What follows belongs to an exercise in optimizing a design on an open flow for small area, a short achievable clock period and few clock cycles; a production flow would make more cautious choices.
The RTL was checked by simulation tests, not by an equivalence proof against the original design.
Power is estimated from default activity; no workload was simulated.

--- flow/design.v ---
package cpu_pkg;
  localparam int XLEN_DEFAULT = 32;
  localparam logic [5:0] OP_RTYPE = 6'h00;
  localparam logic [5:0] OP_ADDI  = 6'h08;
  localparam logic [5:0] OP_LW    = 6'h23;
  localparam logic [5:0] OP_SW    = 6'h2B;
  localparam logic [5:0] OP_BEQ   = 6'h04;
  localparam logic [5:0] OP_J     = 6'h02;
  localparam logic [5:0] FN_ADD = 6'h20;
  localparam logic [5:0] FN_SUB = 6'h22;
  localparam logic [5:0] FN_AND = 6'h24;
  localparam logic [5:0] FN_OR  = 6'h25;
  localparam logic [5:0] FN_SLT = 6'h2A;
  typedef enum logic [2:0] {S_FETCH, S_DECODE, S_EXEC, S_MEM, S_WB, S_HALT} cpu_state_e;
  typedef enum logic [2:0] {ALU_ADD, ALU_SUB, ALU_AND, ALU_OR, ALU_SLT} alu_op_e;
  function automatic logic is_legal(input logic [5:0] op, input logic [5:0] fn);
    case (op)
      OP_RTYPE:                            is_legal = (fn == FN_ADD) || (fn == FN_SUB) || (fn == FN_AND)
                                                   || (fn == FN_OR) || (fn == FN_SLT);
      OP_ADDI, OP_LW, OP_SW, OP_BEQ, OP_J: is_legal = 1'b1;
      default:                             is_legal = 1'b0;
    endcase
  endfunction
endpackage
module regfile #(
  parameter int XLEN = 32,
  parameter int NREG = 32
) (
  input  logic            clk,
  input  logic            rst_n,
  input  logic [4:0]      raddr1,
  input  logic [4:0]      raddr2,
  output logic [XLEN-1:0] rdata1,
  output logic [XLEN-1:0] rdata2,
  input  logic            we,
  input  logic [4:0]      waddr,
  input  logic [XLEN-1:0] wdata
);
  logic [XLEN-1:0] regs [32];
  logic [XLEN-1:0] wdata_r;
  assign wdata_r = rst_n ? wdata : '0;
  genvar gi;
  generate
    for (gi = 0; gi < 32; gi++) begin : g_reg
      if (gi > 0 && gi < NREG) begin : g_impl
        logic [XLEN-1:0] q_reg;
        always_ff @(posedge clk) begin
          if (!rst_n || (we && waddr == 5'(gi)))
            q_reg <= wdata_r;
        end
        assign regs[gi] = q_reg;
      end else begin : g_zero
        assign regs[gi] = '0;
      end
    end
  endgenerate
  assign rdata1 = regs[raddr1];
  assign rdata2 = regs[raddr2];
endmodule
module multicycle_cpu #(
  parameter int              XLEN     = cpu_pkg::XLEN_DEFAULT,
  parameter int              NREG     = 32,
  parameter logic [XLEN-1:0] RESET_PC = '0
) (
  input  logic              Clock,
  input  logic              Reset,
  output logic              imem_req,
  output logic [XLEN-1:0]   imem_addr,
  input  logic              imem_ready,
  input  logic [31:0]       imem_rdata,
  output logic              dmem_req,
  output logic              dmem_we,
  output logic [XLEN-1:0]   dmem_addr,
  output logic [XLEN-1:0]   dmem_wdata,
  input  logic              dmem_ready,
  input  logic [XLEN-1:0]   dmem_rdata,
  output logic [XLEN-1:0]   Result,
  output logic [XLEN-1:0]   Addr,
  output logic              retire,
  output logic              halted
);
  logic [XLEN-1:0] pc_f;
  logic            halted_reg;
  logic [XLEN-1:0] result_reg;
  logic            x_valid, x_halt;
  logic [XLEN-1:0] x_pc, x_a, x_b, x_sd;
  logic            x_la, x_lb, x_fs;        
  logic            x_we, x_res, x_lw, x_sw, x_beq;
  logic            x_sub, x_and, x_or, x_slt;
  logic [4:0]      x_wa;
  logic            m_valid;
  logic [XLEN-1:0] m_pc, m_alu, m_sd;
  logic            m_we, m_res, m_lw, m_sw;
  logic [4:0]      m_wa;
  logic            m_mem, m_stall, m_done;
  logic [XLEN-1:0] m_wdata;
  assign m_mem   = m_lw || m_sw;
  assign m_stall = m_valid && m_mem && !dmem_ready;
  assign m_done  = m_valid && !m_stall;
  assign m_wdata = m_lw ? dmem_rdata : m_alu;
  logic [5:0]  f_op, f_fn;
  logic [4:0]  f_rs, f_rt, f_rd, f_wa;
  logic [15:0] f_imm;
  logic        f_rtype, f_alu_r, f_addi, f_lw, f_sw, f_beq, f_j, f_legal;
  logic        f_use_rt;
  assign f_op  = imem_rdata[31:26];
  assign f_fn  = imem_rdata[5:0];
  assign f_rs  = imem_rdata[25:21];
  assign f_rt  = imem_rdata[20:16];
  assign f_rd  = imem_rdata[15:11];
  assign f_imm = imem_rdata[15:0];
  assign f_rtype = (f_op == cpu_pkg::OP_RTYPE);
  assign f_alu_r = f_rtype && ((f_fn == cpu_pkg::FN_ADD) || (f_fn == cpu_pkg::FN_SUB) ||
                               (f_fn == cpu_pkg::FN_AND) || (f_fn == cpu_pkg::FN_OR) ||
                               (f_fn == cpu_pkg::FN_SLT));
  assign f_addi  = (f_op == cpu_pkg::OP_ADDI);
  assign f_lw    = (f_op == cpu_pkg::OP_LW);
  assign f_sw    = (f_op == cpu_pkg::OP_SW);
  assign f_beq   = (f_op == cpu_pkg::OP_BEQ);
  assign f_j     = (f_op == cpu_pkg::OP_J);
  assign f_legal = f_alu_r || f_addi || f_lw || f_sw || f_beq || f_j;
  assign f_use_rt = f_alu_r || f_beq;        
  assign f_wa    = f_rtype ? f_rd : f_rt;
  logic [XLEN-1:0] rf_rd1, rf_rd2;
  logic            rf_we;
  assign rf_we = m_done && m_we;
  regfile #(.XLEN(XLEN), .NREG(NREG)) u_regfile (
    .clk    (Clock),
    .rst_n  (Reset),
    .raddr1 (f_rs),
    .raddr2 (f_rt),
    .rdata1 (rf_rd1),
    .rdata2 (rf_rd2),
    .we     (rf_we),
    .waddr  (m_wa),
    .wdata  (m_wdata)
  );
  logic hx_rs, hx_rt, fx_rs, fx_rt;
  assign hx_rs  = x_valid && x_we && (x_wa == f_rs);
  assign hx_rt  = x_valid && x_we && (x_wa == f_rt);
  assign fx_rs  = hx_rs && !x_lw;           
  assign fx_rt  = hx_rt && !x_lw;
  logic [XLEN-1:0] xa, xb, xsd, bx, alu_res;
  logic [XLEN:0]   sum;
  logic            slt, br_taken;
  logic [XLEN-1:0] br_target;
  logic [XLEN-2:0] br_sum;
  assign xa  = x_la ? dmem_rdata : x_a;
  assign xb  = x_lb ? dmem_rdata : x_b;
  assign xsd = x_fs ? dmem_rdata : x_sd;
  assign bx  = x_sub ? ~xb : xb;
  assign sum = {xa, 1'b1} + {bx, x_sub};
  assign slt = (xa[XLEN-1] ^ xb[XLEN-1]) ? xa[XLEN-1] : sum[XLEN];
  always_comb begin
    if (x_and)      alu_res = xa & xb;
    else if (x_or)  alu_res = xa | xb;
    else if (x_slt) alu_res = {{(XLEN-1){1'b0}}, slt};
    else            alu_res = sum[XLEN:1];
  end
  assign br_sum    = {x_pc[XLEN-1:2], 1'b1} + {{(XLEN-17){x_sd[15]}}, x_sd[15:0], 1'b1};
  assign br_target = {br_sum[XLEN-2:1], 2'b00};
  assign br_taken  = x_beq && (xa == xb);
  logic            ia_rf, ia_ld, ia_ma, ia_alu;
  logic            ib_rf, ib_ld, ib_ma, ib_alu, ib_imm, is_rf, is_ld, is_ma, is_alu, is_imm;
  logic            byp1, byp2, f_itype;
  logic [XLEN-1:0] f_sext, xa_next, xb_next, xsd_next;
  assign byp1    = m_valid && m_we && m_wa == f_rs;
  assign byp2    = m_valid && m_we && m_wa == f_rt;
  assign f_itype = f_addi || f_lw || f_sw;
  assign f_sext  = {{(XLEN-16){f_imm[15]}}, f_imm};
  assign ia_alu = fx_rs;
  assign ia_ld  = !fx_rs && byp1 && m_lw;
  assign ia_ma  = !fx_rs && byp1 && !m_lw;
  assign ia_rf  = !fx_rs && !byp1;
  assign ib_imm = f_itype;
  assign ib_alu = !f_itype && fx_rt;
  assign ib_ld  = !f_itype && !fx_rt && byp2 && m_lw;
  assign ib_ma  = !f_itype && !fx_rt && byp2 && !m_lw;
  assign ib_rf  = !f_itype && !fx_rt && !byp2;
  assign is_imm = f_beq;
  assign is_alu = !f_beq && fx_rt;
  assign is_ld  = !f_beq && !fx_rt && byp2 && m_lw;
  assign is_ma  = !f_beq && !fx_rt && byp2 && !m_lw;
  assign is_rf  = !f_beq && !fx_rt && !byp2;
  assign xa_next  = ({XLEN{ia_rf}}  & rf_rd1) | ({XLEN{ia_alu}} & alu_res) |
                    ({XLEN{ia_ld}}  & dmem_rdata) | ({XLEN{ia_ma}} & m_alu);
  assign xb_next  = ({XLEN{ib_rf}}  & rf_rd2) | ({XLEN{ib_alu}} & alu_res) |
                    ({XLEN{ib_ld}}  & dmem_rdata) | ({XLEN{ib_ma}} & m_alu) |
                    ({XLEN{ib_imm}} & f_sext);
  assign xsd_next = ({XLEN{is_rf}}  & rf_rd2) | ({XLEN{is_alu}} & alu_res) |
                    ({XLEN{is_ld}}  & dmem_rdata) | ({XLEN{is_ma}} & m_alu) |
                    ({XLEN{is_imm}} & {{(XLEN-16){1'b0}}, f_imm});
  logic            f_acc;
  logic [XLEN-1:0] pc4, next_pc;
  assign pc4   = pc_f + XLEN'(4);
  assign f_acc = imem_ready && !m_stall && !br_taken && !x_halt && !halted_reg;
  logic [XLEN-1:0] seq_pc;
  always_comb begin
    if (m_stall)
      seq_pc = x_valid || x_halt ? x_pc : pc_f;
    else if (f_acc)
      seq_pc = f_j ? {pc4[XLEN-1:28], imem_rdata[25:0], 2'b00} : pc4;
    else
      seq_pc = pc_f;
    next_pc = (br_taken && !m_stall) ? br_target : seq_pc;
  end
  always_ff @(posedge Clock) begin
    if (!Reset) begin
      pc_f       <= RESET_PC;
      halted_reg <= 1'b0;
      result_reg <= '0;
      x_valid    <= 1'b0;
      x_beq      <= 1'b0;
      x_halt     <= 1'b0;
      m_valid    <= 1'b0;
    end else begin
      pc_f <= next_pc;
      x_valid <= f_acc && f_legal;
      x_beq   <= f_acc && f_beq;
      x_halt  <= f_acc && !f_legal;
      if (x_halt && !m_stall)
        halted_reg <= 1'b1;
      if (!m_stall)
        m_valid <= x_valid;
      if (m_done && m_res)
        result_reg <= m_wdata;
    end
  end
  always_ff @(posedge Clock) begin
    x_pc  <= pc_f;
    x_a   <= xa_next;
    x_b   <= xb_next;
    x_sd  <= xsd_next;
    x_la  <= hx_rs && x_lw;
    x_lb  <= hx_rt && f_use_rt && x_lw;
    x_fs  <= hx_rt && f_sw && x_lw;
    x_we  <= (f_alu_r || f_addi || f_lw) && (f_wa != 5'd0);
    x_wa  <= f_wa;
    x_res <= f_alu_r || f_addi || f_lw;
    x_lw  <= f_lw;
    x_sw  <= f_sw;
    x_sub <= f_rtype && (f_fn == cpu_pkg::FN_SUB || f_fn == cpu_pkg::FN_SLT);
    x_and <= f_rtype && (f_fn == cpu_pkg::FN_AND);
    x_or  <= f_rtype && (f_fn == cpu_pkg::FN_OR);
    x_slt <= f_rtype && (f_fn == cpu_pkg::FN_SLT);
    if (!m_stall) begin
      m_pc  <= x_pc;
      m_alu <= alu_res;
      m_sd  <= xsd;
      m_we  <= x_we;
      m_wa  <= x_wa;
      m_res <= x_res;
      m_lw  <= x_lw;
      m_sw  <= x_sw;
    end
  end
  assign imem_req   = Reset && !halted_reg;
  assign imem_addr  = pc_f;
  assign dmem_req   = Reset && m_valid && m_mem;
  assign dmem_we    = m_sw;
  assign dmem_addr  = m_alu;
  assign dmem_wdata = m_sd;
  assign retire = m_done;
  assign Addr   = m_pc;
  assign Result = result_reg;
  assign halted = halted_reg || (x_halt && !(m_valid && m_mem));
endmodule
--- flow/run.sh ---
#!/bin/bash
# synth_recipe.tcl (not shown) runs the flow's synth.tcl, then flattens the netlist and writes it again
# the make line also repeats each setting of config.mk as NAME=value (left out here)
make -C /OpenROAD-flow-scripts/flow DESIGN_CONFIG=/design/flow/config.mk WORK_HOME=/design/flow/orfs CLKGATE_MAP_FILE= SYNTH_SCRIPT=/design/flow/synth_recipe.tcl finish
--- flow/config.mk ---
export PLATFORM = sky130hd
export DESIGN_NAME = multicycle_cpu
export DESIGN_NICKNAME = multicycle_cpu
export VERILOG_FILES = /design/flow/design.v
export SDC_FILE = /design/flow/constraint.sdc
export NUM_CORES = 4
export LEC_CHECK = 0
export ABC_AREA = 1
export CAP_MARGIN = 20
export CORE_MARGIN = 2
export CORE_UTILIZATION = 55
export CTS_CLUSTER_DIAMETER = 70
export CTS_CLUSTER_SIZE = 30
export PLACE_DENSITY = 0.65
export SETUP_SLACK_MARGIN = 2.8
export SLEW_MARGIN = 20
--- flow/constraint.sdc ---
create_clock -name core_clock -period 6.0 [get_ports {Clock}]
set_input_delay 1.2000 -clock core_clock [delete_from_list [all_inputs] [get_ports {Clock}]]
set_output_delay 1.2000 -clock core_clock [all_outputs]
set_load 0.01 [all_outputs]
==> impl_results.md, run 1 <==
- Outcome: finished clean
- EDFF count, synth: about 1,100
- Initial antenna violation count: 15
- Vias in the first global route: 53,346
- Leakage: 30.1 nW
- Part of the Yosys area used for sequential elements: 58.6%
- Fill cell count: 8,931
- First-pass GRT wire length: about 380,000 um
- Pwr/cell area: 346 nW/um2
- Period utilization: between 50% and 60%
- Layout cells sized above 1: 17.2%
- Setup Skew: 0.0631 ns
- Fin crit period: 3.45 ns
- Fraction of registers with async set/reset: 0%
- Flop-to-flop setup slack: 2.83 ns
- Number of warnings issued by yosys: 3
- Hold Path Class: flop to flop
- Setup violations, final: 0
- Clock Path Buffers: 3
- Clock latency (worst-skew pair): 0.75 ns
- Gr ovfl total: 0
- DIE AREA: 118,000 um2
- Routed wire length: 275,000 um
- RSZ-0062 raised after global routing: yes
- Syn Nets: 6,865
- Gate Count Post-Synth: ~6,700
- Hold Slack: 0.388 ns
- Most frequent cells in the layout: 1,607 x nand2_1, 1,097 x edfxtp_1, 666 x inv_1, 389 x buf_4, 346 x nor2_1
- Synth Flop Type: edfxtp_1
- Port buffer count: 232
- Worst-Margin Slew: between 1 and 1.5 ns
- Setup TNS Final: 0 ns
- Worst-path clk slew: 0.10 ns
- Die span in y: 344 um
- Crit path DAT: about 4.1 ns
- CTS tree: built
- Largest register FFs: 992
- CP required: approximately 6.6 ns
- Area overhead of the layout relative to synthesis: 20.8%
- Final Max Slew Viols: 0
- CP Launch Type: input pin
- Largest net degree at the start of global routing: 70
- Endpoint type of the worst setup path: flop
- Pre-Repair DR Iteration Count: 7
- Yosys reg bits: 1,310
- Syn avg cell area: 9.51 um2
- Hold Vio Cnt, Final: 0
- Initial drt markers: 9,853
- Number of max-cap violations: 0
- Global Route Usage Sum: 45.5%
- Commonest non-fill, non-tap cell in the layout: nand2_1
- Routed via count: just under 60,000
- Core Region: 114,000 um2
- CP max FO: 20
- CTS sink cnt: 1,310
- Die X: 344 um
- Dpl hpwl: 184,000 um
- Final ANT Viol Nets: 0
- CTS buffer count: 77
- Number of H-tree levels: 3
- Top Ports: 233
- Mean routed wirelength per cell: 31.5 um
- Slew margin rel.: 14.7%
- Via/cell ratio: 6.61
- Final RePlAce weighted congestion: between 1 and 1.5
- Starting Density: 55.5%
- Distinct cell type count after synthesis: 56
- WS Path Type: input pin to flop
- Max IR drop VDD: 0.368 mV
- Post-Syn Area: 63,400 um2
- Row cnt: 124
- Cells on worst reg2reg path: 6
- Max Clk Rate: 290 MHz
- Hold path depth: 0
- Root Driver: clkbuf_16
- Layout Nets: 7,349
- # DRC: 0
-- cell families (layout without fill, tap and decap cells) --
family | Yosys count | in the layout | synth area share [%]
other | 0 | 4 | 0
flip-flops | 1310 | 1310 | 58.6
AND/OR/NAND/NOR | 2849 | 2850 | 19.2
buffers and inverters | 1029 | 1572 | 6.35
adder cells (fa/ha/maj) | 125 | 125 | 2.48
AO/OA/AOI/OAI | 1285 | 1285 | 12.4
XOR/XNOR | 74 | 74 | 1.02
-- power by group --
group          internal [mW]  total [mW]  switching, mW
combinational           2.34        7.06           4.72
sequential              12.1        13.0          0.903
clock                   2.89        6.49           3.61
-- metrics by stage --
stage | instance area, um2 | utilization [%] | std cells | power, mW | worst slack, ns
after floorplan | 63800 | - | 6672 | 15.8 | 2.39
after global placement | 69200 | 60.5 | 8409 | 18.7 | 0.166
after detailed placement | 69200 | 60.6 | 8411 | 18.8 | 0.700
after CTS | 74400 | 65.1 | 8646 | 25.6 | 2.60
after global routing | 76600 | 67.0 | 8728 | 27.3 | 2.58
final | 76600 | 67.0 | 8732 | 26.6 | 2.55
-- cell type report --
type                    instances  area [um2]  share of cell area [%]
clock inverters                56         876                    1.14
diodes                          4        10.0                  0.0131
multi-input cells            4334       25300                    33.0
repair buffers                682        6360                    8.30
flip-flops and latches       1310       37200                    48.6
well taps                    1512        1890                    2.47
inverters                     751        2940                    3.84
clock buffers                  83        2020                    2.64
-- synthesized netlist by cell type, types with 12 or more instances --
library cell / number / area, um2
dfxtp_1: 213 / 4260
o221ai_1: 18 / 158
a21o_1: 12 / 90.1
buf_2: 103 / 515
o211ai_1: 33 / 248
or2_2: 33 / 206
nor3_1: 125 / 626
a221oi_1: 35 / 307
a22oi_1: 21 / 158
nor2_1: 415 / 1560
o31ai_1: 16 / 120
o22ai_1: 306 / 1910
a22o_1: 37 / 324
o21a_1: 13 / 97.6
a21boi_0: 12 / 90.1
xnor2_1: 14 / 123
a31oi_1: 15 / 93.8
clkbuf_1: 156 / 586
o2111ai_1: 65 / 569
nor4_1: 99 / 619
a21oi_1: 243 / 1220
nand4_1: 188 / 1180
nand3_1: 233 / 1170
edfxtp_1: 1097 / 32900
o21ai_0: 400 / 2000
a211oi_1: 31 / 233
inv_1: 723 / 2710
inv_2: 22 / 82.6
nand2_1: 1703 / 6390
ha_1: 124 / 1550
xor2_1: 60 / 526
-- path summary, 6_finish.rpt --
check | startpoint | end
setup / recovery | imem_rdata[21] | x_a[25]
hold / removal | pc_f[1] | x_pc[1]
setup reg to reg | m_lw | u_regfile.g_reg[6].g_impl.q_reg[16]
hold reg to reg | pc_f[1] | x_pc[1]
-- worst max-delay path, stage by stage --
cell             delay (ns)
clkdlybuf4s18_2        0.29
inv_2                  0.14
nand2_4                0.13
nor2_1                 0.08
nand2_2                0.16
inv_1                  0.10
buf_4                  0.25
nand2_1                0.10
nand2_1                0.09
nor4_4                 0.51
nand4_1                0.58
a21oi_2                0.31
nand2_1                0.07
-- repair_timing --
item,in CTS,in global routing
pin swaps,99,122
endpoints found under the setup margin,791,156
buffers inserted,87,80
resized for setup,451,357
hold buffers,0,0
gates cloned,9,1
-- layer usage --
layer / wire [um] / vias to the layer above / GRT usage, %
met5: 159 / - / 0
met4: 21900 / 24 / 28.5
met3: 42300 / 1233 / 16.2
met2: 114000 / 4878 / 66.3
met1: 96000 / 27217 / 58.1
li1: - / 24357 / -
Testbench counts, summed over its fixed seeds: cycles 16,535.
==> run 2: changes to the inputs <==
--- a/flow/design.v
+++ b/flow/design.v
@@ -160,5 +160,5 @@
   assign br_sum    = {x_pc[XLEN-1:2], 1'b1} + {{(XLEN-17){x_sd[15]}}, x_sd[15:0], 1'b1};
   assign br_target = {br_sum[XLEN-2:1], 2'b00};
-  assign br_taken  = x_beq && (xa == xb);
+  assign br_taken  = x_beq && (x_a == x_b);
   logic            ia_rf, ia_ld, ia_ma, ia_alu;
   logic            ib_rf, ib_ld, ib_ma, ib_alu, ib_imm, is_rf, is_ld, is_ma, is_alu, is_imm;
@@ -194,5 +194,7 @@
   logic [XLEN-1:0] pc4, next_pc;
   assign pc4   = pc_f + XLEN'(4);
-  assign f_acc = imem_ready && !m_stall && !br_taken && !x_halt && !halted_reg;
+  logic beq_ld;
+  assign beq_ld = f_beq && x_lw && (hx_rs || hx_rt);
+  assign f_acc = imem_ready && !m_stall && !br_taken && !beq_ld && !x_halt && !halted_reg;
   logic [XLEN-1:0] seq_pc;
   always_comb begin
@@ -232,6 +234,6 @@
     x_b   <= xb_next;
     x_sd  <= xsd_next;
-    x_la  <= hx_rs && x_lw;
-    x_lb  <= hx_rt && f_use_rt && x_lw;
+    x_la  <= hx_rs && x_lw && !f_beq;
+    x_lb  <= hx_rt && f_alu_r && x_lw;
     x_fs  <= hx_rt && f_sw && x_lw;
     x_we  <= (f_alu_r || f_addi || f_lw) && (f_wa != 5'd0);
==> run 2 against run 1 <==
Flip-flop and latch count unchanged; count of clock-buffer cells in the layout increased by 3; wire length increased by 1.3%; setup slack improved by 0.10 ns.
==> impl_results.md, run 2 <==
- Outcome: finished clean (unchanged)
- Max Used Layer: met5 (unchanged)
- Place WS: 0.455 ns (was 0.700 ns)
- Die span in y: 342 um (was 344 um)
- Vias in the first global route: 51,905 (was 53,346)
- Final RePlAce weighted congestion: 1.05 (was 1.01)
- Period utilization: 55.8% (was 57.5%)
- Flop-to-flop setup slack: 2.82 ns (was 2.83 ns)
- Setup violations, final: 0 (unchanged)
- Synth cell count leaders: 1,654 x nand2_1, 1,097 x edfxtp_1, 730 x inv_1, 421 x o21ai_0, 375 x nor2_1 (was 1,703 x nand2_1, 1,097 x edfxtp_1, 723 x inv_1, 415 x nor2_1, 400 x o21ai_0)
- Dpl hpwl: 191,000 um (was 184,000 um)
- CP delay by family, top: simple AND/OR/NAND/NOR gates (unchanged)
- Final WS setup: 2.65 ns (was 2.55 ns)
- Pre-Repair DR Iteration Count: 8 (was 7)
- Core Region: 114,000 um2 (about the same)
- Starting Density: 55.2% (was 55.5%)
- Die X: 342 um (was 344 um)
- Fill cell count: 9,180 (was 8,931)
- Clock Path Buffers: 3 (unchanged)
- WS Path Type: input pin to flop (unchanged)
- Mean routed wirelength per cell: 32.3 um (was 31.5 um)
- Fin crit period: 3.35 ns (was 3.45 ns)
- Largest register FFs: 992 (unchanged)
- DIE AREA: 117,000 um2 (was 118,000 um2)
- Yosys reg bits: 1,310 (unchanged)
- Gate Count Post-Synth: 6,557 (was 6,672)
- Part of the Yosys area used for sequential elements: 59.1% (was 58.6%)
- Hold_buf cts: 0 (unchanged)
- CTS tree: built (unchanged)
- Layout Nets: 7,166 (was 7,349)
- Finished Layout Cells: 8,611 (was 8,732)
- Most frequent cells in the layout: 1,577 x nand2_1, 1,097 x edfxtp_1, 686 x inv_1, 396 x buf_4, 347 x o21ai_0 (was 1,607 x nand2_1, 1,097 x edfxtp_1, 666 x inv_1, 389 x buf_4, 346 x nor2_1)
- Via/cell ratio: 6.67 (was 6.61)
- Global Route Usage Sum: 46.3% (was 45.5%)
- Hold Vio Cnt, Final: 0 (unchanged)
- Total Power: 26.5 mW (was 26.6 mW)
- Root Driver: clkbuf_16 (unchanged)
- EDFF count, synth: 1,097 (unchanged)
- Count leader, synth: nand2_1 (unchanged)
- Fraction of registers with async set/reset: 0% (unchanged)
- Metal1 wirelength: 95,500 um (was 96,000 um)
- Commonest non-fill, non-tap cell in the layout: nand2_1 (unchanged)
- # DRC: 0 (unchanged)
- CP max FO: 16 (was 20)
- Gr ovfl total: 0 (unchanged)
- Initial antenna violation count: 10 (was 15)
- Max IR drop VDD: 0.321 mV (was 0.368 mV)
- Largest net degree at the start of global routing: 64 (was 70)
- Max incr delay on CP: 0.66 ns (was 0.58 ns)
- Layout cells sized above 1: 16.4% (was 17.2%)
- Worst-Margin Slew: 1.17 ns (was 1.27 ns)
- Leakage: 29.3 nW (was 30.1 nW)
- Finished Cell Area: 75,300 um2 (was 76,600 um2)
- Routed wire length: 279,000 um (was 275,000 um)
- Max Clk Rate: 299 MHz (was 290 MHz)
- Placement Cell Area: 69,000 um2 (was 69,200 um2)
- Crit path DAT: 3.92 ns (was 4.05 ns)
- CTS sink cnt: 1,310 (unchanged)
- Dpl cells: 8,316 (was 8,411)
- Setup Skew: 0.0559 ns (was 0.0631 ns)
- Clock latency (worst-skew pair): 0.73 ns (was 0.75 ns)
- Synth top area cells: edfxtp_1 52%, nand2_1 9.9%, dfxtp_1 6.8% (was edfxtp_1 52%, nand2_1 10%, dfxtp_1 6.7%)
- Initial drt markers: 10,162 (was 9,853)
- Top Ports: 233 (unchanged)
- Routed via count: 57,398 (was 57,709)
- Final Max Slew Viols: 0 (unchanged)
- Port buffer count: 232 (unchanged)
- CP Launch Type: input pin (unchanged)
- Buf+Inv Stages, Crit Path: 3 (was 4)
- Final ANT Viol Nets: 0 (unchanged)
- Endpoint type of the worst setup path: flop (unchanged)
- Syn avg cell area: 9.61 um2 (was 9.51 um2)
- Pwr/cell area: 353 nW/um2 (was 346 nW/um2)
- Number of H-tree levels: 3 (unchanged)
- Final core occ: 66.0% (was 67.0%)
- Row cnt: 124 (unchanged)
- Hold Slack: 0.379 ns (was 0.388 ns)
- Largest area contributor in the netlist: edfxtp_1 (unchanged)
- Hold Path Class: flop to flop (unchanged)
- Met2 routed WL: 115,000 um (was 114,000 um)
- Number of max-cap violations: 0 (unchanged)
- CP Cell Sequence: buf_4, bufbuf_16, nor3_2, buf_4, nand2_1, nand4_1, nor3_1, nand4_1, a221oi_1, nand2_1 (was clkdlybuf4s18_2, inv_2, nand2_4, nor2_1, nand2_2, inv_1, buf_4, nand2_1, nand2_1, nor4_4, nand4_1, a21oi_2, nand2_1)
- Setup TNS Final: 0 ns (unchanged)
- Number of warnings issued by yosys: 3 (unchanged)
- First-pass GRT wire length: 383,000 um (was 380,000 um)
- Synth Flop Type: edfxtp_1 (unchanged)
- Area share of the largest cell type after synthesis: 52.3% (was 51.9%)
- Distinct cell type count after synthesis: 61 (was 56)
- CP required: 6.57 ns (was 6.60 ns)
- CTS buffer count: 78 (was 77)
- Worst-path clk slew: 0.09 ns (was 0.10 ns)
- Cell with the largest stage delay on the worst path: nor3_1 (was nand4_1)
- RSZ-0062 raised after global routing: yes (unchanged)
- Area overhead of the layout relative to synthesis: 19.5% (was 20.8%)
- Syn Nets: 6,688 (was 6,865)
- Slew margin rel.: 21.7% (was 14.7%)
- Met3 WL: 44,000 um (was 42,300 um)
- Post-Syn Area: 63,000 um2 (was 63,400 um2)
==> run 2: cell type report <==
cell class / count / area, um2 / share of cell area (%)
Timing Repair Buffer: 671 / 5980 / 7.94
Clock inverter: 55 / 833 / 1.11
Inverter: 760 / 2990 / 3.98
Tap cell: 1512 / 1890 / 2.51
Antenna cell: 3 / 7.51 / 0.00998
Sequential cell: 1310 / 37200 / 49.4
Multi-Input combinational cell: 4214 / 24300 / 32.3
Clock buffer: 86 / 2060 / 2.73
==> run 2: final timing paths <==
| check | cells after the start | to | startpoint |
|---|---|---|---|
| worst max-delay path | 10 | x_b[13] | imem_rdata[20] |
| worst min-delay path | 0 | x_pc[1] | pc_f[1] |
| worst max register to register | 8 | u_regfile.g_reg[27].g_impl.q_reg[30] | m_sw |
| worst min register to register | 0 | x_pc[1] | pc_f[1] |
==> run 2: power by group <==
| part | total, mW | switching (mW) | leakage, nW | internal (mW) |
|---|---|---|---|---|
| Sequential | 13.1 | 0.987 | 13.0 | 12.1 |
| Clock | 6.47 | 3.60 | 1.39 | 2.87 |
| Combinational | 6.97 | 4.80 | 14.8 | 2.17 |
| Total | 26.5 | 9.39 | 29.3 | 17.1 |
==> run 2: repair_timing <==
item,4_1_cts,5_1_grt
gates cloned,3,1
buffers inserted,91,54
endpoints found under the setup margin,582,188
gates resized for setup,409,279
pin swaps,86,110
==> run 2: cells by family after synthesis <==
kind of cell | after synthesis | synth area share [%]
flip-flops | 1310 | 59.1
adder cells (fa/ha/maj) | 63 | 1.26
multiplexers | 21 | 0.366
buffers and inverters | 1033 | 6.46
AND/OR/NAND/NOR | 2694 | 18.1
AO/OA/AOI/OAI | 1355 | 13.6
XOR/XNOR | 81 | 1.13
==> run 2: per-layer routing <==
layer,track usage [%],vias up
li1,-,24126
met1,60.0,27098
met2,65.9,5129
met3,15.0,1031
met4,32.2,14
met5,0.613,-
==> run 2: worst reg2reg max path: cells and delay by family (launching register included) <==
family / cells / cell delay (ns)
DFF: 1 / 0.42
and+or+nand+nor: 3 / 0.58
buffers and inverters: 3 / 0.71
AOI/OAI and AO/OA: 2 / 1.24
Testbench counts of run 2, summed over its fixed seeds: cycles 16,535.
==> run 3: changes to the inputs <==
--- a/flow/config.mk
+++ b/flow/config.mk
@@ -13,4 +13,4 @@
 export CTS_CLUSTER_SIZE = 30
 export PLACE_DENSITY = 0.65
-export SETUP_SLACK_MARGIN = 2.8
+export SETUP_SLACK_MARGIN = 2.65
 export SLEW_MARGIN = 20
==> run 3 against run 2 <==
Cell count is 0.27% lower; combinational power is 4.0% lower; synthesized area is the same; power about the same; count of clock-buffer cells in the layout increased by 4; sequential power is essentially flat; setup slack lost 0.11 ns; synthesized cell count stayed put; wire length is essentially flat; register-to-register slack got worse by 0.07 ns; non-clock buffer count fell by 41; critical path type unchanged; critical endpoint is now x_a[5]; largest power group unchanged.
==> impl_results.md, run 3 <==
- Commonest non-fill, non-tap cell in the layout: nand2_1 (unchanged)
- Finished Cell Area: 74,700 um2 (was 75,300 um2)
- Worst-Margin Slew: 1.08 ns (was 1.17 ns)
- Largest register FFs: 992 (unchanged)
- DIE AREA: 117,000 um2 (unchanged)
- Area share of the largest cell type after synthesis: 52.3% (unchanged)
- Die X: 342 um (unchanged)
- Starting Density: 55.2% (unchanged)
- Dpl hpwl: 191,000 um (about the same)
- Die span in y: 342 um (unchanged)
- Vias in the first global route: 52,918 (was 51,905)
- Final Max Slew Viols: 0 (unchanged)
- Synth Flop Type: edfxtp_1 (unchanged)
- Initial drt markers: 10,249 (was 10,162)
- CTS sink cnt: 1,310 (unchanged)
- Root Driver: clkbuf_16 (unchanged)
- Area overhead of the layout relative to synthesis: 18.6% (was 19.5%)
- Setup violations, final: 0 (unchanged)
- Max incr delay on CP: 0.37 ns (was 0.66 ns)
- Synth cell count leaders: 1,654 x nand2_1, 1,097 x edfxtp_1, 730 x inv_1, 421 x o21ai_0, 375 x nor2_1 (unchanged)
- First-pass GRT wire length: 385,000 um (was 383,000 um)
- Core Region: 114,000 um2 (unchanged)
- Number of warnings issued by yosys: 3 (unchanged)
- Crit path DAT: 4.08 ns (was 3.92 ns)
- Pre-Repair DR Iteration Count: 8 (unchanged)
- Gate Count Post-Synth: 6,557 (unchanged)
- Final WS setup: 2.54 ns (was 2.65 ns)
- Distinct cell type count after synthesis: 61 (unchanged)
- Hold Slack: 0.383 ns (was 0.379 ns)
- Via/cell ratio: 6.70 (was 6.67)
- Part of the Yosys area used for sequential elements: 59.1% (unchanged)
- Buf+Inv Stages, Crit Path: 5 (was 3)
- EDFF count, synth: 1,097 (unchanged)
- Total Power: 26.5 mW (about the same)
- Clock Path Buffers: 3 (unchanged)
- Period utilization: 57.6% (was 55.8%)
- Layout cells sized above 1: 14.8% (was 16.4%)
- Fin crit period: 3.46 ns (was 3.35 ns)
- Setup Skew: 0.0543 ns (was 0.0559 ns)
- CP Cell Sequence: clkdlybuf4s15_2, inv_1, nor2_1, nand2_1, nor2_2, buf_4, buf_4, nand2_1, nand3_1, nor4_1, buf_4, nand4_1, nand2_1, o211ai_1 (was buf_4, bufbuf_16, nor3_2, buf_4, nand2_1, nand4_1, nor3_1, nand4_1, a221oi_1, nand2_1)
- Number of max-cap violations: 0 (unchanged)
- Placement Cell Area: 68,700 um2 (was 69,000 um2)
- Global Route Usage Sum: 46.3% (about the same)
- CTS buffer count: 82 (was 78)
- Gr ovfl total: 0 (unchanged)
- Leakage: 29.1 nW (was 29.3 nW)
- Largest area contributor in the netlist: edfxtp_1 (unchanged)
- Yosys reg bits: 1,310 (unchanged)
- Final RePlAce weighted congestion: 1.11 (was 1.05)
- Max IR drop VDD: 0.375 mV (was 0.321 mV)
- Cell with the largest stage delay on the worst path: nor2_2 (was nor3_1)
- CTS tree: built (unchanged)
- Synth top area cells: edfxtp_1 52%, nand2_1 9.9%, dfxtp_1 6.8% (unchanged)
- CP required: 6.62 ns (was 6.57 ns)
- # DRC: 0 (unchanged)
- CP delay by family, top: buffers and inverters (was simple AND/OR/NAND/NOR gates)
- Count leader, synth: nand2_1 (unchanged)
- Slew margin rel.: 26.9% (was 21.7%)
- Post-Syn Area: 63,000 um2 (unchanged)
- Row cnt: 124 (unchanged)
- Syn Nets: 6,688 (unchanged)
- Routed wire length: 278,000 um (was 279,000 um)
- Final ANT Viol Nets: 0 (unchanged)
- Setup TNS Final: 0 ns (unchanged)
- Layout Nets: 7,131 (was 7,166)
- Fill cell count: 9,167 (was 9,180)
- RSZ-0062 raised after global routing: yes (unchanged)
- Number of H-tree levels: 3 (unchanged)
- Endpoint type of the worst setup path: flop (unchanged)
- Top Ports: 233 (unchanged)
- Syn avg cell area: 9.61 um2 (unchanged)
- Clock latency (worst-skew pair): 0.75 ns (was 0.73 ns)
- Outcome: finished clean (unchanged)
- CP max FO: 11 (was 16)
- Mean routed wirelength per cell: 32.4 um (was 32.3 um)
- CP Launch Type: input pin (unchanged)
- Most frequent cells in the layout: 1,584 x nand2_1, 1,097 x edfxtp_1, 692 x inv_1, 365 x buf_4, 352 x o21ai_0 (was 1,577 x nand2_1, 1,097 x edfxtp_1, 686 x inv_1, 396 x buf_4, 347 x o21ai_0)
- Fraction of registers with async set/reset: 0% (unchanged)
- Largest net degree at the start of global routing: 64 (unchanged)
- Hold_buf cts: 0 (unchanged)
- Routed via count: 57,561 (was 57,398)
- Initial antenna violation count: 14 (was 10)
- Hold Vio Cnt, Final: 0 (unchanged)
- Port buffer count: 232 (unchanged)
- Place WS: 0.638 ns (was 0.455 ns)
- Hold Path Class: flop to flop (unchanged)
- Max Clk Rate: 289 MHz (was 299 MHz)
- Worst-path clk slew: 0.11 ns (was 0.09 ns)
- Pwr/cell area: 355 nW/um2 (was 353 nW/um2)
- WS Path Type: input pin to flop (unchanged)
## run 3: cell counts after synthesis
No cell type changed its count.
## run 3: routing by layer
layer	track usage, %	wire length, um	part of all wire, %
met3	15.5	43100	15
met2	68.1	118000	42
met4	31.2	23600	8.5
met5	0	76	0.027
met1	58.2	94200	34
## run 3: cells by family after synthesis
logic type / count (synthesis) / synth area share, %
buf+inv: 1033 / 6.46
mux: 21 / 0.366
flops: 1310 / 59.1
simple gates: 2694 / 18.1
compound gates: 1355 / 13.6
xor+xnor: 81 / 1.13
fa+ha+maj: 63 / 1.26
## run 3: worst paths after layout
path                   from  cells after the start  slack [ns]                              endpoint
max          imem_rdata[24]                     14        2.54                                x_a[5]
min                 pc_f[1]                      0        0.38                               x_pc[1]
min reg2reg         pc_f[1]                      0        0.38                               x_pc[1]
max reg2reg         m_wa[4]                      5        2.75  u_regfile.g_reg[31].g_impl.q_reg[27]
## run 3: repair_timing
action                     CTS  global route
buffers inserted            84            44
pin swaps                   59           100
gates resized for setup    309           227
setup endpoints to repair  285           186
gates cloned                 2             1
## run 3: per-stage QoR
step                      util (%)  cells
final                         65.5   8588
after global routing          65.5   8583
after CTS                     64.5   8536
after detailed placement      60.3   8297
after global placement        60.2   8295
after floorplan                  -   6557
## run 3: cell type report
type / count / area (um2) / share of cell area (%)
antenna: 7 / 17.5 / 0.0234
timing repair inverter: 1 / 7.51 / 0.0100
clock buffer: 90 / 2170 / 2.90
timing repair buffer: 630 / 5620 / 7.52
inverter: 760 / 2970 / 3.98
tap: 1512 / 1890 / 2.53
clock inverter: 63 / 927 / 1.24
multi-input combinational: 4215 / 23900 / 32.0
sequential: 1310 / 37200 / 49.8
## run 3: report_power, final
group	leakage, nW	internal, mW	switching, mW
Sequential	13.0	12.1	1.02
Clock	1.49	2.97	3.77
Combinational	14.6	2.09	4.60
Total	29.1	17.2	9.38
==> run 4: changes to the inputs <==
--- a/flow/config.mk
+++ b/flow/config.mk
@@ -9,8 +9,8 @@
 export CAP_MARGIN = 20
 export CORE_MARGIN = 2
-export CORE_UTILIZATION = 55
-export CTS_CLUSTER_DIAMETER = 70
+export CORE_UTILIZATION = 57
+export CTS_CLUSTER_DIAMETER = 65
 export CTS_CLUSTER_SIZE = 30
-export PLACE_DENSITY = 0.65
-export SETUP_SLACK_MARGIN = 2.65
+export PLACE_DENSITY = 0.67
+export SETUP_SLACK_MARGIN = 2.9
 export SLEW_MARGIN = 20
==> run 4 against run 3 <==
Critical endpoint is now x_a[28]; non-clock buffer count increased by 94; global-route usage is 2.7 points higher; synthesized cell count unchanged; critical path depth fell by 4; largest cell class unchanged.
==> impl_results.md, run 4 <==
- Layout Nets: 7,241 (was 7,131)
- Slew margin rel.: 17.5% (was 26.9%)
- Worst-Margin Slew: 1.23 ns (was 1.08 ns)
- Synth cell count leaders: 1,654 x nand2_1, 1,097 x edfxtp_1, 730 x inv_1, 421 x o21ai_0, 375 x nor2_1 (unchanged)
- First-pass GRT wire length: 390,000 um (was 385,000 um)
- CTS sink cnt: 1,310 (unchanged)
- Setup Skew: 0.0536 ns (was 0.0543 ns)
- Setup TNS Final: 0 ns (unchanged)
- Worst-path clk slew: 0.11 ns (about the same)
- Largest net degree at the start of global routing: 65 (was 64)
- Initial antenna violation count: 19 (was 14)
- Routed wire length: 285,000 um (was 278,000 um)
- Leakage: 30.1 nW (was 29.1 nW)
- Yosys reg bits: 1,310 (unchanged)
- RSZ-0062 raised after global routing: yes (unchanged)
- Dpl hpwl: 194,000 um (was 191,000 um)
- CTS tree: built (unchanged)
- Pwr/cell area: 361 nW/um2 (was 355 nW/um2)
- Clock Path Buffers: 3 (unchanged)
- CP Cell Sequence: buf_6, inv_4, nor2_1, nand3_1, buf_4, o2111ai_1, nor3_1, nand4_1, a22oi_1, nand2_1 (was clkdlybuf4s15_2, inv_1, nor2_1, nand2_1, nor2_2, buf_4, buf_4, nand2_1, nand3_1, nor4_1, buf_4, nand4_1, nand2_1, o211ai_1)
- DIE AREA: 113,000 um2 (was 117,000 um2)
- Compound-cell area share of the yosys netlist: 13.6% (unchanged)
- Simple-Gate Fraction of Synth Area: 18.1% (unchanged)
- Die span in y: 336 um (was 342 um)
- Finished Cell Area: 77,300 um2 (was 74,700 um2)
- Number of warnings issued by yosys: 3 (unchanged)
- CP max FO: 7 (was 11)
- Max incr delay on CP: 0.74 ns (was 0.37 ns)
- Fill cell count: 8,166 (was 9,167)
- Final RePlAce weighted congestion: 1.09 (was 1.11)
- Routed via count: 58,817 (was 57,561)
- Final ANT Viol Nets: 0 (unchanged)
- CP required: 6.69 ns (was 6.62 ns)
- Layout cells sized above 1: 18.4% (was 14.8%)
- Largest area contributor in the netlist: edfxtp_1 (unchanged)
- Mean routed wirelength per cell: 32.8 um (was 32.4 um)
- Starting Density: 57.6% (was 55.2%)
- Clock latency (worst-skew pair): 0.75 ns (about the same)
- Endpoint type of the worst setup path: flop (unchanged)
- Setup violations, final: 0 (unchanged)
- Global Route Usage Sum: 49.1% (was 46.3%)
- Die X: 336 um (was 342 um)
- WS Path Type: input pin to flop (unchanged)
- Core Region: 109,000 um2 (was 114,000 um2)
- Post-Synth XOR/XNOR Area: 1.13% (unchanged)
- Period utilization: 55.9% (was 57.6%)
- Number of H-tree levels: 3 (unchanged)
- Max IR drop VDD: 0.330 mV (was 0.375 mV)
- Syn avg cell area: 9.61 um2 (unchanged)
- Hold Vio Cnt, Final: 0 (unchanged)
- Fin crit period: 3.36 ns (was 3.46 ns)
- Total Power: 27.9 mW (was 26.5 mW)
- Max Clk Rate: 298 MHz (was 289 MHz)
- Area overhead of the layout relative to synthesis: 22.8% (was 18.6%)
- Synth Area in Adders: 1.26% (unchanged)
- CP Launch Type: input pin (unchanged)
- Crit path DAT: 4.05 ns (was 4.08 ns)
- Synth Flop Type: edfxtp_1 (unchanged)
- Area share of the largest cell type after synthesis: 52.3% (unchanged)
- Outcome: finished clean (unchanged)
- # DRC: 0 (unchanged)
- Final Max Slew Viols: 0 (unchanged)
- Post-Syn Area: 63,000 um2 (unchanged)
- Number of max-cap violations: 0 (unchanged)
- Port buffer count: 232 (unchanged)
- Largest family of logic cells by synthesized area: simple AND/OR/NAND/NOR gates (unchanged)
- Largest register FFs: 992 (unchanged)
- CTS buffer count: 96 (was 82)
- Gate Count Post-Synth: 6,557 (unchanged)
- Pre-Repair DR Iteration Count: 10 (was 8)
- Top Ports: 233 (unchanged)
- Root Driver: clkbuf_16 (unchanged)
- Fraction of registers with async set/reset: 0% (unchanged)
- Buf+Inv Stages, Crit Path: 3 (was 5)
- Distinct cell type count after synthesis: 61 (unchanged)
- Syn Nets: 6,688 (unchanged)
- Part of the Yosys area used for sequential elements: 59.1% (unchanged)
- Placement Cell Area: 68,900 um2 (was 68,700 um2)
- Hold Path Class: flop to flop (unchanged)
- Mux contribution to synthesized area: 0.366% (unchanged)
- Count leader, synth: nand2_1 (unchanged)
- Synth top area cells: edfxtp_1 52%, nand2_1 9.9%, dfxtp_1 6.8% (unchanged)
- Final core occ: 70.7% (was 65.5%)
- Initial drt markers: 10,947 (was 10,249)
- Gr ovfl total: 0 (unchanged)
- Most frequent cells in the layout: 1,568 x nand2_1, 1,097 x edfxtp_1, 676 x inv_1, 425 x buf_4, 338 x o21ai_0 (was 1,584 x nand2_1, 1,097 x edfxtp_1, 692 x inv_1, 365 x buf_4, 352 x o21ai_0)
- CP delay by family, top: simple AND/OR/NAND/NOR gates (was buffers and inverters)
- Cell with the largest stage delay on the worst path: o2111ai_1 (was nor2_2)
- Row cnt: 121 (was 124)
- Via/cell ratio: 6.77 (was 6.70)
- Vias in the first global route: 53,382 (was 52,918)
- EDFF count, synth: 1,097 (unchanged)
- Commonest non-fill, non-tap cell in the layout: nand2_1 (unchanged)
-- run 4: cell count changes in the layout (fill, tap and decap cells not counted), moves of 14 or more --
cell,before,now
buf_6,11,37
nor2_4,22,46
o21ai_0,352,338
inv_1,692,676
nand2_1,1584,1568
buf_4,365,425
clkbuf_16,85,101
-- run 4: logic make-up (layout without fill, tap and decap cells) --
kind of cell,count (synthesis),in the layout
xor gates and xnor gates,81,81
AOI/OAI and AO/OA,1355,1355
other,0,13
DFF,1310,1310
and+or+nand+nor,2694,2697
adders and majority gates,63,63
buffers and inverters,1033,1666
muxes,21,21
-- run 4: timing repair --
item / 4_1_cts / 5_1_grt
resized for setup: 447 / 366
hold buffers: 0 / 0
setup buffers: 117 / 100
cloned: 3 / 6
pin swaps: 109 / 134
endpoints found under the setup margin: 844 / 423
-- run 4: final timing paths --
check                 startpoint         to  slack, ns  cells after the start
hold / removal           pc_f[1]    x_pc[1]       0.38                      0
setup / recovery  imem_rdata[24]    x_a[28]       2.64                     10
hold reg to reg          pc_f[1]    x_pc[1]       0.38                      0
setup reg to reg            x_lb  m_alu[25]       2.99                     16
-- run 4: report_power, final --
part           total (mW)  switching [mW]  internal, mW
logic                7.16            4.93          2.24
registers            13.2            1.05          12.1
clock network        7.62            4.03          3.59
total                27.9            10.0          17.9
-- run 4: final cells by class --
| type | count | area, um2 | share of cell area [%] |
|---|---|---|---|
| clock inverters | 78 | 1230 | 1.59 |
| well taps | 1476 | 1850 | 2.39 |
| inverters | 760 | 3070 | 3.97 |
| repair buffers | 724 | 6560 | 8.49 |
| repair inverters | 1 | 11.3 | 0.0146 |
| flip-flops and latches | 1310 | 37200 | 48.1 |
| clock buffers | 103 | 2500 | 3.24 |
| diodes | 13 | 32.5 | 0.0421 |
| multi-input cells | 4217 | 24900 | 32.1 |
-- run 4: layer usage --
metal	wire, um	GRT usage [%]	vias up	share of wire [%]
li1	-	-	24356	-
met4	27300	35.5	22	9.6
met3	48000	19.6	1333	17
met2	115000	68.7	5553	40
met5	266	1.23	-	0.093
met1	94200	61.5	27553	33
-- run 4: through the flow --
step	hold slack [ns]	instances	worst slack [ns]
floorplan	0.386	6557	2.75
global placement	0.366	8257	0.318
detailed placement	0.373	8260	0.533
CTS	0.388	8561	2.83
global route	0.397	8672	2.79
finish	0.383	8682	2.64
==> run 5: changes to the inputs <==
--- a/flow/config.mk
+++ b/flow/config.mk
@@ -9,8 +9,8 @@
 export CAP_MARGIN = 20
 export CORE_MARGIN = 2
-export CORE_UTILIZATION = 57
-export CTS_CLUSTER_DIAMETER = 65
-export CTS_CLUSTER_SIZE = 30
-export PLACE_DENSITY = 0.67
-export SETUP_SLACK_MARGIN = 2.9
+export CORE_UTILIZATION = 53
+export CTS_CLUSTER_DIAMETER = 70
+export CTS_CLUSTER_SIZE = 32
+export PLACE_DENSITY = 0.66
+export SETUP_SLACK_MARGIN = 2.8
 export SLEW_MARGIN = 20
==> run 5 against run 4 <==
Still clean; non-clock buffer count fell by 45; via count is 2.3% lower; highest routed layer unchanged; clock skew increased by 0.0041 ns; critical path type unchanged.
==> impl_results.md, run 5 <==
- Final Max Slew Viols: 0 (unchanged)
- Port buffer count: 232 (unchanged)
- Clock share of power: 26.7% (was 27.3%)
- Post-Syn Area: 63,000 um2 (unchanged)
- Fill cell count: 9,594 (was 8,166)
- Gr ovfl total: 0 (unchanged)
- Dpl hpwl: 195,000 um (was 194,000 um)
- CTS buffer count: 88 (was 96)
- CP max FO: 7 (unchanged)
- Yosys reg bits: 1,310 (unchanged)
- Sw Ratio: 36.2% (was 35.8%)
- Part of the Yosys area used for sequential elements: 59.1% (unchanged)
- Area occupied by registers: 37,200 um2 (about the same)
- Routed via count: 57,463 (was 58,817)
- Layout Nets: 7,184 (was 7,241)
- Number of warnings issued by yosys: 3 (unchanged)
- Most frequent cells in the layout: 1,579 x nand2_1, 1,097 x edfxtp_1, 688 x inv_1, 375 x buf_4, 351 x o21ai_0 (was 1,568 x nand2_1, 1,097 x edfxtp_1, 676 x inv_1, 425 x buf_4, 338 x o21ai_0)
- CTS sink cnt: 1,310 (unchanged)
- Leakage: 29.6 nW (was 30.1 nW)
- Setup violations, final: 0 (unchanged)
- Final core occ: 64.5% (was 70.7%)
- Vias in the first global route: 52,428 (was 53,382)
- Distinct cell type count after synthesis: 61 (unchanged)
- Initial antenna violation count: 13 (was 19)
- Switch Pwr: 9.86 mW (was 10.0 mW)
- Slew margin rel.: 17.0% (was 17.5%)
- Area share of the largest cell type after synthesis: 52.3% (unchanged)
- Combinational fraction of design power: 25.4% (was 25.6%)
- Flop pwr share: 47.9% (was 47.1%)
- Max IR drop VDD: 0.375 mV (was 0.330 mV)
- Number of H-tree levels: 3 (unchanged)
- Commonest non-fill, non-tap cell in the layout: nand2_1 (unchanged)
- First-pass GRT wire length: 391,000 um (was 390,000 um)
- Top Ports: 233 (unchanged)
- Final ANT Viol Nets: 0 (unchanged)
- Synth top area cells: edfxtp_1 52%, nand2_1 9.9%, dfxtp_1 6.8% (unchanged)
- CP Launch Type: input pin (unchanged)
- Area occupied by multi-input gates: 24,200 um2 (was 24,900 um2)
- Syn avg cell area: 9.61 um2 (unchanged)
- Hold Path Class: flop to flop (unchanged)
- Dpl cells: 8,342 (was 8,260)
- Count leader, synth: nand2_1 (unchanged)
- EDFF count, synth: 1,097 (unchanged)
- Pwr/cell area: 359 nW/um2 (was 361 nW/um2)
- Via/cell ratio: 6.63 (was 6.77)
- Clock Path Buffers: 3 (unchanged)
- WS Path Type: input pin to flop (unchanged)
- Mean routed wirelength per cell: 32.6 um (was 32.8 um)
- Largest net degree at the start of global routing: 64 (was 65)
- # DRC: 0 (unchanged)
- Number of max-cap violations: 0 (unchanged)
- Pre-Repair DR Iteration Count: 9 (was 10)
- Outcome: finished clean (unchanged)
- Fraction of registers with async set/reset: 0% (unchanged)
- Period utilization: 56.8% (was 55.9%)
- Setup Skew: 0.0577 ns (was 0.0536 ns)
- Starting Density: 53.4% (was 57.6%)
- Worst-path clk slew: 0.09 ns (was 0.11 ns)
- Routed wire length: 282,000 um (was 285,000 um)
- Die span in y: 349 um (was 336 um)
- Setup TNS Final: 0 ns (unchanged)
- Total Power: 27.3 mW (was 27.9 mW)
- Final RePlAce weighted congestion: 1.06 (was 1.09)
- Global Route Usage Sum: 45.5% (was 49.1%)
- Crit path DAT: 3.99 ns (was 4.05 ns)
- Hold_buf cts: 0 (unchanged)
- Cells on worst reg2reg path: 8 (was 16)
- Largest register FFs: 992 (unchanged)
- RSZ-0062 raised after global routing: yes (unchanged)
- Die X: 349 um (was 336 um)
- Syn Nets: 6,688 (unchanged)
- DIE AREA: 122,000 um2 (was 113,000 um2)
- Root Driver: clkbuf_16 (unchanged)
- Endpoint type of the worst setup path: flop (unchanged)
- Hold Slack: 0.381 ns (was 0.383 ns)
- Hold path depth: 0 (unchanged)
- Synth cell count leaders: 1,654 x nand2_1, 1,097 x edfxtp_1, 730 x inv_1, 421 x o21ai_0, 375 x nor2_1 (unchanged)
- Initial drt markers: 9,894 (was 10,947)
- Clock latency (worst-skew pair): 0.75 ns (about the same)
- Core Region: 118,000 um2 (was 109,000 um2)
- Row cnt: 126 (was 121)
- Gate Count Post-Synth: 6,557 (unchanged)
- CP required: 6.58 ns (was 6.69 ns)
- Synth Flop Type: edfxtp_1 (unchanged)
- Cell-internal power: 17.4 mW (was 17.9 mW)
- Worst-Margin Slew: 1.24 ns (was 1.23 ns)
- Hold Vio Cnt, Final: 0 (unchanged)
- Fin crit period: 3.41 ns (was 3.36 ns)
- CTS tree: built (unchanged)
- Finished Layout Cells: 8,666 (was 8,682)
- Largest area contributor in the netlist: edfxtp_1 (unchanged)
- Layout cells sized above 1: 16.6% (was 18.4%)
- Area overhead of the layout relative to synthesis: 20.7% (was 22.8%)
- Max Clk Rate: 294 MHz (was 298 MHz)
-- run 5: cell types whose count changed in the layout (fill, tap and decap cells not counted), moves of 9 or more --
| cell | before | now |
|---|---|---|
| nor3_1 | 77 | 87 |
| diode_2 | 13 | 4 |
| a221oi_2 | 13 | 4 |
| nand2_1 | 1568 | 1579 |
| o21ai_0 | 338 | 351 |
| nor2_4 | 46 | 26 |
| inv_1 | 676 | 688 |
| nand2_2 | 71 | 62 |
| a221oi_1 | 61 | 73 |
| nor2_2 | 45 | 62 |
| buf_4 | 425 | 375 |
-- run 5: path summary, 6_finish.rpt --
kind	startpoint	endpoint	slack, ns
worst max-delay path	imem_rdata[22]	x_a[13]	2.59
worst min-delay path	pc_f[0]	x_pc[0]	0.38
worst max register to register	m_wa[4]	x_a[24]	2.86
worst min register to register	pc_f[0]	x_pc[0]	0.38
-- run 5: logic make-up after synthesis --
group	count (synthesis)	synth area share [%]
DFF	1310	59.1
buffers and inverters	1033	6.46
xor gates and xnor gates	81	1.13
muxes	21	0.366
adders and majority gates	63	1.26
AOI/OAI and AO/OA	1355	13.6
and+or+nand+nor	2694	18.1
-- run 5: layout make-up --
| cell class | count | area share (%) |
|---|---|---|
| antenna | 4 | 0.0132 |
| clock buffer | 89 | 2.90 |
| clock inverter | 74 | 1.68 |
| inverter | 760 | 3.98 |
| multi-input combinational | 4214 | 31.8 |
| sequential | 1310 | 48.9 |
| tap | 1536 | 2.53 |
| timing repair buffer | 679 | 8.15 |
-- run 5: critical path, cell delays in order --
cell and delay [ns]:
buf_4 0.18, inv_2 0.08, nand2_4 0.10, inv_2 0.08, nand2_4 0.11, nor2_4 0.10, buf_4 0.20, nand2_1 0.07
nand4_1 0.13, nor3_4 0.36, nand4_1 0.84, a21oi_2 0.42, nand2_1 0.09
-- run 5: metrics by stage --
| stage | area [um2] | setup slack (ns) |
|---|---|---|
| detailed placement | 69100 | 0.577 |
| finish | 76000 | 2.59 |
| global route | 76000 | 2.69 |
| global placement | 69000 | 0.102 |
| floorplan | 63500 | 2.62 |
| CTS | 74300 | 2.76 |
-- run 5: what timing repair did --
item	4_1_cts	5_1_grt
gates resized for setup	387	319
buffers inserted	80	71
cloned	1	5
setup endpoints to repair	1168	151
pin swaps	84	111
-- run 5: power groups by stage --
stage | registers, mW | clock network, mW | logic, mW
2_1_floorplan | 12.9 | 0 | 2.93
3_3_place_gp | 13.2 | 0 | 5.86
3_5_place_dp | 13.2 | 0 | 5.90
4_1_cts | 13.0 | 7.23 | 6.27
5_1_grt | 13.2 | 7.59 | 7.23
6_report | 13.1 | 7.27 | 6.94
-- run 5: per-layer routing --
layer / GRT usage, % / share of wire [%] / vias up
li1: - / - / 24220
met1: 59.4 / 35 / 27345
met2: 66.0 / 42 / 4849
met3: 13.3 / 15 / 1039
met4: 30.3 / 8.1 / 10
met5: 0 / 0.028 / -
==> run 6: changes to the inputs <==
--- a/flow/config.mk
+++ b/flow/config.mk
@@ -9,8 +9,8 @@
 export CAP_MARGIN = 20
 export CORE_MARGIN = 2
-export CORE_UTILIZATION = 53
+export CORE_UTILIZATION = 56
 export CTS_CLUSTER_DIAMETER = 70
-export CTS_CLUSTER_SIZE = 32
-export PLACE_DENSITY = 0.66
-export SETUP_SLACK_MARGIN = 2.8
+export CTS_CLUSTER_SIZE = 30
+export PLACE_DENSITY = 0.64
+export SETUP_SLACK_MARGIN = 2.75
 export SLEW_MARGIN = 20
==> run 6 against run 5 <==
Still clean on timing, DRC and antenna; clock power is 13% lower; critical endpoint is now x_sd[18]; die area is 5.3% lower; first-iteration DRC count is 8.1% higher; power is 3.2% lower; critical path type unchanged; global-route usage is 1.6 points higher; synthesized cell count stayed put.
==> impl_results.md, run 6 <==
- Place WS: 0.545 ns (was 0.577 ns)
- Gr ovfl total: 0 (unchanged)
- Setup violations, final: 0 (unchanged)
- Synth Flop Type: edfxtp_1 (unchanged)
- Hold Slack: 0.375 ns (was 0.381 ns)
- First-pass GRT wire length: 386,000 um (was 391,000 um)
- RSZ-0062 raised after global routing: yes (unchanged)
- Routed wire length: 281,000 um (was 282,000 um)
- Distinct cell type count after synthesis: 61 (unchanged)
- Syn avg cell area: 9.61 um2 (unchanged)
- Pwr/cell area: 350 nW/um2 (was 359 nW/um2)
- Global Route Usage Sum: 47.1% (was 45.5%)
- Die span in y: 339 um (was 349 um)
- Crit path DAT: 4.21 ns (was 3.99 ns)
- Clock Path Buffers: 3 (unchanged)
- Endpoint type of the worst setup path: flop (unchanged)
- Leakage: 29.3 nW (was 29.6 nW)
- Area overhead of the layout relative to synthesis: 19.8% (was 20.7%)
- Synth cell count leaders: 1,654 x nand2_1, 1,097 x edfxtp_1, 730 x inv_1, 421 x o21ai_0, 375 x nor2_1 (unchanged)
- DIE AREA: 115,000 um2 (was 122,000 um2)
- Max Clk Rate: 276 MHz (was 294 MHz)
- Outcome: finished clean (unchanged)
- Largest register FFs: 992 (unchanged)
- Die X: 339 um (was 349 um)
- Number of warnings issued by yosys: 3 (unchanged)
- Root Driver: clkbuf_16 (unchanged)
- Commonest non-fill, non-tap cell in the layout: nand2_1 (unchanged)
- Number of H-tree levels: 3 (unchanged)
- Initial antenna violation count: 20 (was 13)
- Number of max-cap violations: 0 (unchanged)
- CP max FO: 8 (was 7)
- Starting Density: 56.2% (was 53.4%)
- Hold_buf cts: 0 (unchanged)
- Count leader, synth: nand2_1 (unchanged)
- CP Launch Type: input pin (unchanged)
- Clock latency (worst-skew pair): 0.73 ns (was 0.75 ns)
- Most frequent cells in the layout: 1,569 x nand2_1, 1,097 x edfxtp_1, 683 x inv_1, 366 x buf_4, 344 x o21ai_0 (was 1,579 x nand2_1, 1,097 x edfxtp_1, 688 x inv_1, 375 x buf_4, 351 x o21ai_0)
- CTS buffer count: 76 (was 88)
- Dpl hpwl: 192,000 um (was 195,000 um)
- Gate Count Post-Synth: 6,557 (unchanged)
- Top Ports: 233 (unchanged)
- Period utilization: 60.3% (was 56.8%)
- Synth top area cells: edfxtp_1 52%, nand2_1 9.9%, dfxtp_1 6.8% (unchanged)
- Core Region: 112,000 um2 (was 118,000 um2)
- Max IR drop VDD: 0.370 mV (was 0.375 mV)
- Initial drt markers: 10,692 (was 9,894)
- Via/cell ratio: 6.71 (was 6.63)
- Worst-Margin Slew: 1.20 ns (was 1.24 ns)
- Slew margin rel.: 19.7% (was 17.0%)
- Mean routed wirelength per cell: 32.7 um (was 32.6 um)
- Final RePlAce weighted congestion: 1.07 (was 1.06)
- Routed via count: 57,613 (was 57,463)
- Syn Nets: 6,688 (unchanged)
- Yosys reg bits: 1,310 (unchanged)
- Hold Path Class: flop to flop (unchanged)
- Final ANT Viol Nets: 0 (unchanged)
- Part of the Yosys area used for sequential elements: 59.1% (unchanged)
- Setup Skew: 0.0601 ns (was 0.0577 ns)
- Worst-path clk slew: 0.10 ns (was 0.09 ns)
- Vias in the first global route: 52,207 (was 52,428)
- Fin crit period: 3.62 ns (was 3.41 ns)
- Layout cells sized above 1: 16.4% (was 16.6%)
- Setup TNS Final: 0 ns (unchanged)
- EDFF count, synth: 1,097 (unchanged)
- CP required: 6.59 ns (was 6.58 ns)
- CTS tree: built (unchanged)
- Final WS setup: 2.38 ns (was 2.59 ns)
- Layout Nets: 7,147 (was 7,184)
- Largest net degree at the start of global routing: 68 (was 64)
- Fraction of registers with async set/reset: 0% (unchanged)
- WS Path Type: input pin to flop (unchanged)
- Pre-Repair DR Iteration Count: 7 (was 9)
- Area share of the largest cell type after synthesis: 52.3% (unchanged)
- CTS sink cnt: 1,310 (unchanged)
- Hold Vio Cnt, Final: 0 (unchanged)
- Final Max Slew Viols: 0 (unchanged)
- Post-Syn Area: 63,000 um2 (unchanged)
- Row cnt: 123 (was 126)
- Largest area contributor in the netlist: edfxtp_1 (unchanged)
- # DRC: 0 (unchanged)
- Port buffer count: 232 (unchanged)
## run 6: cell counts after synthesis
No cell type changed its count.
## run 6: path summary, 6_finish.rpt
path / from / end / slack [ns] / cells after the start
min reg2reg: pc_f[0] / x_pc[0] / 0.37 / 0
min: pc_f[0] / x_pc[0] / 0.37 / 0
max: imem_rdata[18] / x_sd[18] / 2.38 / 14
max reg2reg: m_lw / u_regfile.g_reg[7].g_impl.q_reg[14] / 2.72 / 7
## run 6: final cells by class
type	instances	area [um2]
Clock buffer	84	2010
Tap cell	1500	1880
Sequential cell	1310	37200
Inverter	760	3010
Timing Repair inverter	2	16.3
Fill cell	8828	36600
Timing Repair Buffer	651	5970
Clock inverter	53	788
Antenna cell	5	12.5
Multi-Input combinational cell	4215	24500
## run 6: critical path, cell delays in order
cell and delay, ns:
buf_12 0.11, buf_8 0.11, inv_4 0.05, nand2_4 0.08
inv_2 0.08, nand3_4 0.18, clkinv_8 0.12, nand2_2 0.07
nand2_2 0.06, nor4_4 0.78, nand4_1 0.57, nand3b_1 0.51
nand2_1 0.16, nand3_1 0.09
## run 6: kinds of logic (layout without fill, tap and decap cells)
group | Yosys count | in the layout | synth area share [%]
multiplexers | 21 | 21 | 0.366
flip-flops | 1310 | 1310 | 59.1
AO/OA/AOI/OAI | 1355 | 1355 | 13.6
XOR/XNOR | 81 | 81 | 1.13
adder cells (fa/ha/maj) | 63 | 63 | 1.26
AND/OR/NAND/NOR | 2694 | 2695 | 18.1
other | 0 | 5 | 0
buffers and inverters | 1033 | 1550 | 6.46
## run 6: per-stage QoR
stage	cells	utilization [%]	power, mW	instance area, um2
finish	8580	67.3	26.4	75400
global route	8576	67.3	27.0	75400
CTS	8502	65.6	25.5	73500
detailed placement	8279	61.5	19.0	68900
global placement	8278	61.4	19.0	68800
floorplan	6557	-	15.8	63400
## run 6: per-layer routing
metal  vias to the layer above  GRT usage, %  part of all wire (%)
met4                        24          33.2                   8.8
met5                         -         0.613                 0.082
met1                     27084          60.3                    34
met2                      5262          66.7                    41
met3                      1134          16.5                    16
li1                      24109             -                     -
## run 6: where the power goes
part	switching (mW)	internal (mW)
logic	4.80	2.15
registers	1.00	12.1
clock network	3.59	2.76
total	9.39	17.0
## run 6: repair_timing
action / CTS / global route
resized for setup: 382 / 367
buffers inserted: 82 / 70
setup endpoints to repair: 165 / 182
cloned: 4 / 3
pin swaps: 76 / 94

==> re-timing with driven ports <==
How much do the figures lean on ideal ports? The routed layouts below were timed once more, with nothing changed but the port constraints. Step 1: set_driving_cell puts a clkbuf_16 on Clock and a buf_2 on each other input, an assumption about the parent block. Step 2 adds t to the input delays and takes it off the output delays; t is the mean of the earliest and latest rising clock arrival at the registers after step 1. Input paths then give back, and output paths get back, about the clock's delay inside the block. a / b / c = ideal ports / drivers / drivers and shift; a / b = the first two.
| run | shift t [ns] | setup slack, ns | pins driven straight from the clock port |
|---|---|---|---|
| run 1 | 0.793 | 2.550 / 2.360 / 1.567 | 1 |
| run 2 | 0.779 | 2.651 / 2.683 / 1.904 | 1 |
| run 3 | 0.796 | 2.542 / 2.386 / 1.590 | 1 |
| run 4 | 0.800 | 2.643 / 2.675 / 1.875 | 1 |
| run 5 | 0.799 | 2.595 / 2.652 / 1.852 | 1 |
| run 6 | 0.783 | 2.382 / 2.371 / 1.588 | 1 |
After both steps every run listed still meets setup and hold. For run 1, which loses most, drivers alone change the setup slack by -0.190 ns; drivers and shift together by -0.983 ns.
